Context: an optimization exercise on an open-source flow, tuned for small area, a short achievable clock period and few clock cycles. The choices shown serve that exercise and are no tape-out recipe.
In this exercise RTL edits were held to simulation tests only and were not proved equivalent to the original.
Power is estimated from default activity; no workload was simulated.

==> flow/config.mk <==
export PLATFORM = sky130hd
export DESIGN_NAME = interval_set_insert_merge_unit
export DESIGN_NICKNAME = interval_set_insert_merge_unit
export VERILOG_FILES = /design/flow/design.v
export SDC_FILE = /design/flow/constraint.sdc
export NUM_CORES = 4
export LEC_CHECK = 0
export CAP_MARGIN = 20
export CORE_MARGIN = 2
export CORE_UTILIZATION = 60
export CTS_CLUSTER_DIAMETER = 70
export CTS_CLUSTER_SIZE = 27
export PLACE_DENSITY = 0.7
export SETUP_SLACK_MARGIN = 5
export SLEW_MARGIN = 20
export SYNTH_MEMORY_MAX_BITS = 16384
==> flow/constraint.sdc <==
create_clock -name core_clock -period 12.0 [get_ports {clock}]
set_input_delay 2.4000 -clock core_clock [delete_from_list [all_inputs] [get_ports {clock}]]
set_output_delay 2.4000 -clock core_clock [all_outputs]
set_load 0.01 [all_outputs]
==> flow/design.v <==
package isim_pkg;
   localparam int DEF_NUM_RULES  = 16;
   localparam int DEF_MAX_RANGES = 16;
   localparam int BAR_BITS       = 12;
   localparam int IDX_IN_W       = 4;
   localparam int WEIGHT_W       = 16;
   localparam int HAND_W         = 2;
   localparam int STATUS_W       = 3;
   localparam int COUNT_OUT_W    = 5;
   typedef enum logic [STATUS_W-1:0] {
      ST_CREATED  = 3'd0,
      ST_MERGED   = 3'd1,
      ST_ORDER    = 3'd2,
      ST_MISMATCH = 3'd3,
      ST_FULL     = 3'd4
   } status_type;
   typedef enum logic [2:0] {
      S_IDLE,
      S_META,
      S_SCAN,
      S_CHECK,
      S_MOVE,
      S_PLACE
   } state_type;
   typedef struct packed {
      logic wr_en;
      logic rd_en;
   } ram_ctl_type;
   function automatic integer addr_bits(input integer depth);
      addr_bits = (depth > 1) ? $clog2(depth) : 1;
   endfunction
endpackage
module interval_set_insert_merge_unit
#(
   parameter int NUM_RULES  = isim_pkg::DEF_NUM_RULES,
   parameter int MAX_RANGES = isim_pkg::DEF_MAX_RANGES
) (
   input  logic                   clock,
   input  logic                   reset,
   input  logic                   req_valid,
   output logic                   req_ready,
   input  logic [isim_pkg::IDX_IN_W-1:0]    req_rule_index,
   input  logic [isim_pkg::BAR_BITS-1:0]    req_start_bar,
   input  logic [isim_pkg::BAR_BITS-1:0]    req_end_bar,
   input  logic [isim_pkg::WEIGHT_W-1:0]    req_rule_weight,
   input  logic [isim_pkg::HAND_W-1:0]      req_hand_kind,
   output logic                   rsp_valid,
   input  logic                   rsp_ready,
   output logic [isim_pkg::STATUS_W-1:0]    rsp_status,
   output logic [isim_pkg::COUNT_OUT_W-1:0] rsp_range_count,
   output logic [isim_pkg::BAR_BITS-1:0]    rsp_merged_start,
   output logic [isim_pkg::BAR_BITS-1:0]    rsp_merged_end
);
   localparam int NR = 16;
   localparam int MR = 16;
   localparam int BW = isim_pkg::BAR_BITS;
   localparam int WW = isim_pkg::WEIGHT_W;
   localparam int HW = isim_pkg::HAND_W;
   localparam int RSP_W = 3 + 5 + 2 * BW;
   localparam int QD = 5;               
   localparam int CAP = QD + 1;         
   logic [NR-1:0]                  created_q;
   logic [NR-1:0][WW-1:0]          w_q;
   logic [NR-1:0][HW-1:0]          h_q;
   logic [NR-1:0][MR-1:0]          v_q;
   logic [NR-1:0][MR-1:0][BW-1:0]  lo_q;
   logic [NR-1:0][MR-1:0][BW-1:0]  hi_q;
   logic          a_v;
   logic [3:0]    a_idx;
   logic [NR-1:0] a_oh;
   logic [BW-1:0] a_s, a_e;
   logic [WW-1:0] a_w;
   logic [HW-1:0] a_h;
   logic          b_v;
   logic [3:0]    b_idx;
   logic [BW-1:0] b_s, b_e;
   logic [WW-1:0] b_w;
   logic [HW-1:0] b_h;
   logic          b_order;
   logic          b_cr;
   logic          b_mism_t;             
   logic [MR-1:0] b_rv;
   logic [MR-1:0][BW-1:0] b_lo, b_hi;
   logic [MR-1:0] b_ge, b_le, b_lt, b_gt;
   logic          b_same_c, b_same_d;
   logic          c_v;
   logic [3:0]    c_idx;
   logic [WW-1:0] c_w;
   logic [HW-1:0] c_h;
   logic          c_order, c_cr, c_mism;
   logic [NR-1:0] c_oh;
   logic [MR-1:0] c_vv;                 
   logic [MR-1:0] c_keep;               
   logic [MR-1:0] c_fa, c_ff;           
   logic          c_any;                
   logic [BW-1:0] c_m_lo, c_m_hi;
   logic          d_wr;
   logic [WW-1:0] d_w;
   logic [HW-1:0] d_h;
   logic [MR-1:0] d_nv, d_tgt;
   logic [BW-1:0] d_m_lo, d_m_hi;
   logic [CAP-1:0] occ;
   logic           accept, pop;
   assign req_ready = !occ[CAP-1];
   assign accept    = req_valid && !occ[CAP-1];
   always_ff @(posedge clock) begin
      if (reset) begin
         occ <= '0;
      end else if (accept && !pop) begin
         occ <= {occ[CAP-2:0], 1'b1};
      end else if (pop && !accept) begin
         occ <= {1'b0, occ[CAP-1:1]};
      end
   end
   always_ff @(posedge clock) begin
      if (reset) a_v <= 1'b0;
      else       a_v <= accept;
   end
   always_ff @(posedge clock) begin
      a_idx <= req_rule_index;
      for (int r = 0; r < NR; r++) a_oh[r] <= (req_rule_index == 4'(r));
      a_s   <= req_start_bar;
      a_e   <= req_end_bar;
      a_w   <= req_rule_weight;
      a_h   <= req_hand_kind;
   end
   logic          t_cr;
   logic [WW-1:0] t_w;
   logic [HW-1:0] t_h;
   logic [MR-1:0] t_v;
   logic [MR-1:0][BW-1:0] t_lo, t_hi;
   always_comb begin
      t_cr = 1'b0;
      t_w  = '0;
      t_h  = '0;
      t_v  = '0;
      t_lo = '0;
      t_hi = '0;
      for (int r = 0; r < NR; r++) begin
         t_cr = t_cr | (a_oh[r] & created_q[r]);
         t_w  = t_w  | ({WW{a_oh[r]}} & w_q[r]);
         t_h  = t_h  | ({HW{a_oh[r]}} & h_q[r]);
         t_v  = t_v  | ({MR{a_oh[r]}} & v_q[r]);
         t_lo = t_lo | ({MR*BW{a_oh[r]}} & lo_q[r]);
         t_hi = t_hi | ({MR*BW{a_oh[r]}} & hi_q[r]);
      end
   end
   always_ff @(posedge clock) begin
      if (reset) b_v <= 1'b0;
      else       b_v <= a_v;
   end
   always_ff @(posedge clock) begin
      b_idx    <= a_idx;
      b_s      <= a_s;
      b_e      <= a_e;
      b_w      <= a_w;
      b_h      <= a_h;
      b_order  <= a_s > a_e;
      b_cr     <= t_cr;
      b_mism_t <= (t_w != a_w) || (t_h != a_h);
      b_rv     <= t_v;
      b_lo     <= t_lo;
      b_hi     <= t_hi;
      for (int j = 0; j < MR; j++) begin
         b_ge[j] <= t_hi[j] >= a_s;
         b_le[j] <= t_lo[j] <= a_e;
         b_lt[j] <= t_lo[j] <  a_s;
         b_gt[j] <= t_hi[j] >  a_e;
      end
      b_same_c <= b_v && (b_idx == a_idx);
      b_same_d <= c_v && (c_idx == a_idx);
   end
   logic [MR-1:0] c_tgt;
   logic          c_full, c_wr;
   assign c_tgt  = c_any ? c_fa : c_ff;
   assign c_full = !c_any && !(|c_ff);
   assign c_wr   = c_v && !c_order && !(c_cr && c_mism);
   logic          fc, fd;
   assign fc = c_wr && b_same_c;
   assign fd = d_wr && b_same_d;
   logic          e_cr, e_mism, virt;
   logic [MR-1:0] e_vv, use_d;
   always_comb begin
      e_cr   = b_cr || fc || fd;
      e_mism = fc ? ((c_w != b_w) || (c_h != b_h)) :
               fd ? ((d_w != b_w) || (d_h != b_h)) : b_mism_t;
      virt   = fc && !c_full;
      e_vv  = fc ? c_keep : fd ? d_nv : (b_cr ? b_rv : '0);
      use_d = fd ? d_tgt : '0;
   end
   logic cm_ge, cm_le, cm_lt, cm_gt, dm_ge, dm_le, dm_lt, dm_gt;
   assign cm_ge = c_m_hi >= b_s;
   assign cm_le = c_m_lo <= b_e;
   assign cm_lt = c_m_lo <  b_s;
   assign cm_gt = c_m_hi >  b_e;
   assign dm_ge = d_m_hi >= b_s;
   assign dm_le = d_m_lo <= b_e;
   assign dm_lt = d_m_lo <  b_s;
   assign dm_gt = d_m_hi >  b_e;
   logic [MR-1:0] ovl, sl_t, sh_t, sl_d, sh_d;
   logic          ovl_v, sl_v, sh_v;
   always_comb begin
      for (int j = 0; j < MR; j++) begin
         if (use_d[j]) ovl[j] = e_vv[j] && dm_ge && dm_le;
         else          ovl[j] = e_vv[j] && b_ge[j] && b_le[j];
         sl_t[j] = ovl[j] && !use_d[j] && b_lt[j];
         sh_t[j] = ovl[j] && !use_d[j] && b_gt[j];
         sl_d[j] = ovl[j] && use_d[j] && dm_lt;
         sh_d[j] = ovl[j] && use_d[j] && dm_gt;
      end
      ovl_v = virt && cm_ge && cm_le;
      sl_v  = ovl_v && cm_lt;
      sh_v  = ovl_v && cm_gt;
   end
   logic [BW-1:0] or_lo, or_hi, m_lo, m_hi;
   always_comb begin
      or_lo = ({BW{sl_v}} & c_m_lo) | ({BW{|sl_d}} & d_m_lo);
      or_hi = ({BW{sh_v}} & c_m_hi) | ({BW{|sh_d}} & d_m_hi);
      for (int j = 0; j < MR; j++) begin
         or_lo = or_lo | ({BW{sl_t[j]}} & b_lo[j]);
         or_hi = or_hi | ({BW{sh_t[j]}} & b_hi[j]);
      end
      m_lo = (|{sl_t, sl_d, sl_v}) ? or_lo : b_s;
      m_hi = (|{sh_t, sh_d, sh_v}) ? or_hi : b_e;
   end
   logic [MR-1:0] vfull, absorbed;
   assign vfull    = e_vv | (virt ? c_tgt : '0);
   assign absorbed = ovl | (ovl_v ? c_tgt : '0);
   always_ff @(posedge clock) begin
      if (reset) c_v <= 1'b0;
      else       c_v <= b_v;
   end
   always_ff @(posedge clock) begin
      c_idx   <= b_idx;
      c_w     <= b_w;
      c_h     <= b_h;
      c_order <= b_order;
      c_cr    <= e_cr;
      c_mism  <= e_mism;
      for (int r = 0; r < NR; r++) c_oh[r] <= (b_idx == 4'(r));
      c_vv    <= vfull;
      c_keep  <= vfull & ~absorbed;
      c_fa    <= absorbed & (~absorbed + MR'(1));
      c_ff    <= ~vfull & (vfull + MR'(1));
      c_any   <= |absorbed;
      c_m_lo  <= m_lo;
      c_m_hi  <= m_hi;
   end
   for (genvar r = 0; r < NR; r++) begin : g_rule
      logic wr_rule;
      assign wr_rule = c_wr && c_oh[r];
      always_ff @(posedge clock) begin
         if (wr_rule) begin
            w_q[r] <= c_w;
            h_q[r] <= c_h;
            v_q[r] <= c_keep | c_tgt;
         end
      end
      for (genvar j = 0; j < MR; j++) begin : g_slot
         always_ff @(posedge clock) begin
            if (wr_rule && c_tgt[j]) begin
               lo_q[r][j] <= c_m_lo;
               hi_q[r][j] <= c_m_hi;
            end
         end
      end
   end
   always_ff @(posedge clock) begin
      if (reset) begin
         created_q <= '0;
      end else if (c_wr) begin
         created_q <= created_q | c_oh;
      end
   end
   always_ff @(posedge clock) begin
      if (reset) d_wr <= 1'b0;
      else       d_wr <= c_wr;
   end
   always_ff @(posedge clock) begin
      d_w    <= c_w;
      d_h    <= c_h;
      d_nv   <= c_keep | c_tgt;
      d_tgt  <= c_tgt;
      d_m_lo <= c_m_lo;
      d_m_hi <= c_m_hi;
   end
   logic          r_v;
   logic [2:0]    r_st;
   logic [MR-1:0] r_cset;               
   logic          r_inc;                
   logic [BW-1:0] r_lo, r_hi;
   logic [2:0] st;
   logic       ok;
   always_comb begin
      if (c_order)     st = isim_pkg::ST_ORDER;
      else if (!c_cr)  st = isim_pkg::ST_CREATED;
      else if (c_mism) st = isim_pkg::ST_MISMATCH;
      else if (c_full) st = isim_pkg::ST_FULL;
      else             st = isim_pkg::ST_MERGED;
      ok = (st == isim_pkg::ST_CREATED) || (st == isim_pkg::ST_MERGED);
   end
   always_ff @(posedge clock) begin
      if (reset) r_v <= 1'b0;
      else       r_v <= c_v;
   end
   always_ff @(posedge clock) begin
      r_st   <= st;
      r_cset <= ok ? c_keep : c_vv;
      r_inc  <= ok;
      r_lo   <= ok ? c_m_lo : '0;
      r_hi   <= ok ? c_m_hi : '0;
   end
   logic [4:0] r_cnt;
   always_comb begin
      r_cnt = 5'(r_inc);
      for (int j = 0; j < MR; j++) r_cnt = r_cnt + 5'(r_cset[j]);
   end
   logic [RSP_W-1:0] rsp_new;
   assign rsp_new = {r_st, r_cnt, r_lo, r_hi};
   logic                      hv;
   logic [RSP_W-1:0]          head_q;
   logic [QD-1:0][RSP_W-1:0]  fifo_q;
   logic [2:0]                rd_p, wr_p;
   logic [2:0]                f_cnt;
   logic                      f_empty, hload, f_pop, f_push;
   assign pop     = hv && rsp_ready;
   assign hload   = !hv || pop;
   assign f_empty = (f_cnt == 3'd0);
   assign f_pop   = hload && !f_empty;
   assign f_push  = r_v && !(hload && f_empty);
   always_ff @(posedge clock) begin
      if (reset) begin
         hv    <= 1'b0;
         rd_p  <= '0;
         wr_p  <= '0;
         f_cnt <= '0;
      end else begin
         if (hload) hv <= !f_empty || r_v;
         if (f_pop)  rd_p <= (rd_p == 3'(QD - 1)) ? 3'd0 : rd_p + 3'd1;
         if (f_push) wr_p <= (wr_p == 3'(QD - 1)) ? 3'd0 : wr_p + 3'd1;
         f_cnt <= f_cnt + 3'(f_push) - 3'(f_pop);
      end
   end
   always_ff @(posedge clock) begin
      if (hload) head_q <= f_empty ? rsp_new : fifo_q[rd_p];
      for (int i = 0; i < QD; i++) begin
         if (r_v && wr_p == 3'(i)) fifo_q[i] <= rsp_new;
      end
   end
   assign rsp_valid = hv;
   assign {rsp_status, rsp_range_count, rsp_merged_start, rsp_merged_end} = head_q;
endmodule
==> flow/run.sh <==
#!/bin/bash
# synth_recipe.tcl (not shown) runs the flow's synth.tcl, then flattens the netlist and writes it again
# the make line also repeats each setting of config.mk as NAME=value (left out here)
make -C /OpenROAD-flow-scripts/flow DESIGN_CONFIG=/design/flow/config.mk WORK_HOME=/design/flow/orfs CLKGATE_MAP_FILE= SYNTH_SCRIPT=/design/flow/synth_recipe.tcl finish
==> metrics.yaml <==
synth_area_um2: 286000
fin_crit_ps: 5000
path_max_fanout: 68
cts_root_buf: "clkbuf_16"
first_pass_iters: 8
reg2reg_to: "c_m_lo[0]"
cts_buffers: 407
synth_area_leaders: "edfxtp_1 (72%), dfxtp_1 (6.0%), a221oi_1 (5.2%)"
cts_hold_buf: 0
peakVddDrop_mv: 0.182
crit_end: "c_m_lo[0]"
grt_first_pass_wirelength_um: 1280000
worst_hold_slack_ps: 390
drtAntennaViolNets: 0
dpl.hpwl_um: 541000
port_buffers: 83
post-cts-setup-buffers: 0
synth-seq-area-share_pct: 78.1
die_width_um: 695
cts_tree: "yes"
dr_total_vias: 169805
crit_path_max_incr_delay_ps: 930
grt_remaining_overflow: 0
syn2layout_area_growth_pct: 9.14
hold_viol: 0
fin_crit_sh_pct: 41.7
drt_iter0_markers: 29049
critPathKind: "register to register"
boundaryPins: 84
clock_latency_ps: 1100
worstHoldStart: "a_w[13]"
synth.avg_cell_area_um2: 17.9
path_cells: "ha_1, nor2b_1, o211ai_1, a211oi_1, o41ai_1, and3_1, buf_4, inv_1, a211oi_1, buf_4, or3_1, mux2_2"
final_cells: 22776
die_y_um: 695
maxCapViolations: 0
coreArea_um2: 475000
synthesis.nets: 16939
vias_per_cell: 7.46
ys_types: 70
setup_viol: 0
synth_top_area_cell: "edfxtp_1"
startpoint: "c_m_lo[1]"
worst_pin_slew_ps: 1300
gp_congestion: 1.03
max-slew-margin-rel_pct: 13.1
rr_startpoint: "c_m_lo[1]"
outcome: "complete, no violations"
leakage_uw: 0.102
wl_per_cell_um: 41.1
cp.required_ps: 12990
drv_slew: 0
max_freq_ghz: 0.200
grt_max_degree: 227
cp_slowest_cell: "dfxtp_4"
synth_edf_count: 6880
drc: 0
synth-main-ff-cell: "edfxtp_1"
powerDensity_nw_per_um2: 161
cts_buffer_depth: 4
total_power_uw: 50200
async_flop_share_pct: 0
fin_ws_ps: 7000
synth_top_area_share_pct: 72.1
cp.arrival_ps: 5990
grt_pass1_vias: 158136
dp.cells: 21987
syn_inst: 16005
postCtsResizedCells: 0
ys_ff_latch: 7742
drive_above_1_share_pct: 9.60
clkSlewWorstSetupHoldPaths_ps: 100
synth_warnings: 1
cts.sink_count: 7742
dieArea_um2: 483000
wirelength_um: 936000
worstSetupEndpointType: "register"
ff2ff_path_depth: 12
hold_path.class: "register to register"
rsz0062_at_grt: "no"
initial_core_util_pct: 60.3
place_worst_setup_slack_ps: 6760
finClkSkew_ps: 74.5
r2r_slack_ps: 7000
setup_tns_ps: 0
htreeDepth: 5
fin_nets: 16979
critPathLaunchType: "register"
rows: 253
antenna_found_initial: 66
grt_usage_pct: 38.2
## cells in the final DEF (no fill, tap or decap), types with 150 or more instances in the layout
cell type,synthesis,final
dfxtp_1,862,818
nor2_1,468,211
edfxtp_1,6880,6880
a221oi_1,1700,1700
nand4_1,552,552
nand2_1,175,158
clkbuf_16,0,417
nor2_4,0,208
a22o_1,1668,1668
a21oi_1,301,300
a22oi_1,240,240
buf_4,0,351
a21o_1,150,150
ha_1,872,872
o21ai_0,208,208
## cell usage after synthesis, types with 8 or more instances
cell / instances
nor2_1: 468
and4_1: 17
nor3b_1: 8
mux2i_1: 34
o41ai_1: 10
nand3_1: 60
nand2b_1: 86
o211ai_1: 22
and3_1: 27
buf_2: 13
a22oi_1: 240
clkbuf_1: 769
a21o_1: 150
nand4_1: 552
dfxtp_1: 862
a31oi_1: 25
o21ai_0: 208
nor4_1: 29
mux4_2: 32
a21oi_1: 301
ha_1: 872
a211oi_1: 46
o221ai_1: 11
mux2_2: 17
and2_1: 70
nand2_1: 175
buf_1: 97
xnor2_1: 15
a221oi_1: 1700
a22o_1: 1668
inv_1: 158
or3_1: 30
a2111oi_0: 15
nor2b_1: 102
nor3_1: 86
fa_1: 12
xor2_1: 51
a221o_1: 12
a21boi_0: 9
edfxtp_1: 6880
## logic make-up (layout without fill, tap and decap cells)
logic type / Yosys count / in the layout / share of synthesized area (%)
and+or+nand+nor: 1733 / 1733 / 3.20
DFF: 7742 / 7742 / 78.1
xor gates and xnor gates: 66 / 66 / 0.202
muxes: 83 / 83 / 0.437
buffers and inverters: 1043 / 1409 / 1.38
AOI/OAI and AO/OA: 4454 / 4454 / 12.7
other: 0 / 30 / 0
adders and majority gates: 884 / 884 / 3.89
## per-layer routing
| layer | track usage [%] | wire (um) | vias up |
|---|---|---|---|
| li1 | - | - | 67313 |
| met1 | 53.2 | 335000 | 86952 |
| met2 | 57.1 | 414000 | 13192 |
| met3 | 9.30 | 130000 | 2308 |
| met4 | 18.6 | 57300 | 40 |
| met5 | 0 | 288 | - |
## where the power goes
part,switching [uW],total [uW],internal (uW)
clock,9340,16500,7170
sequential,564,30200,29700
combinational,2380,3460,1080
## worst max-delay path: cells and delay by family, from the launching register on
kind / cells / cell delay (ps)
AOI/OAI and AO/OA: 4 / 1060
muxes: 1 / 410
buffers and inverters: 3 / 950
adders and majority gates: 1 / 390
DFF: 1 / 930
and+or+nand+nor: 3 / 1120
## registers in the layout, indices dropped and copies added, names as in the netlist, 32 cells and up
register,flops
b_lo,192
hi_q,3072
w_q,256
b_hi,192
lo_q,3072
head_q,32
v_q,256
h_q,32
fifo_q,160
## final cells by class
type                       count  area [um2]
clock buffer                 461       10600
sequential                  7742      224000
fill                       31358      163000
timing repair buffer         513        5190
clock inverter               274        3430
tap                         6375        7980
multi-input combinational   7220       60700
antenna                       30        75.1
inverter                     161         607
## stage by stage
stage	util (%)	instance area, um2
floorplan	-	286000
global placement	62.6	298000
detailed placement	62.7	298000
CTS	65.7	312000
global route	65.8	313000
finish	65.8	313000
## how the worst min path moves through the flow
stage                    to  slack (ps)  cells past startpoint
floorplan           c_order         310                      0
detailed placement  b_w[13]         370                      0
global route        c_w[15]         400                      0
CTS                 c_w[15]         390                      0
finish              b_w[13]         390                      0
global placement    c_w[15]         380                      0
Testbench counts, summed over its fixed seeds: cycles 9,640.

## separate check: timing with driven ports
Ports are ideal in the flow. The routed layout listed here was re-timed in OpenROAD.
Step 1 (the two cells are an assumption about what drives the block):
set clk [get_ports {clock}]
set_driving_cell -lib_cell sky130_fd_sc_hd__clkbuf_16 $clk
set_driving_cell -lib_cell sky130_fd_sc_hd__buf_2 [delete_from_list [all_inputs] $clk]
Step 2 moves the port delays by t, midway between the first and last clock arrival at a register: inputs arrive t later, outputs are due t later. That takes back most of the time a late clock gives input paths.
Three values: ideal ports, drivers, drivers and shift; two values: the first two.
shift t [ns]: 1.196
slack for setup (ns): 7.001 / 7.001 / 6.719
slew at the worst register clock pin (ns): 0.11 / 0.11
After both steps this run still meets setup and hold. For this run, drivers alone change the setup slack by 0.000 ns; drivers and shift together by -0.282 ns.
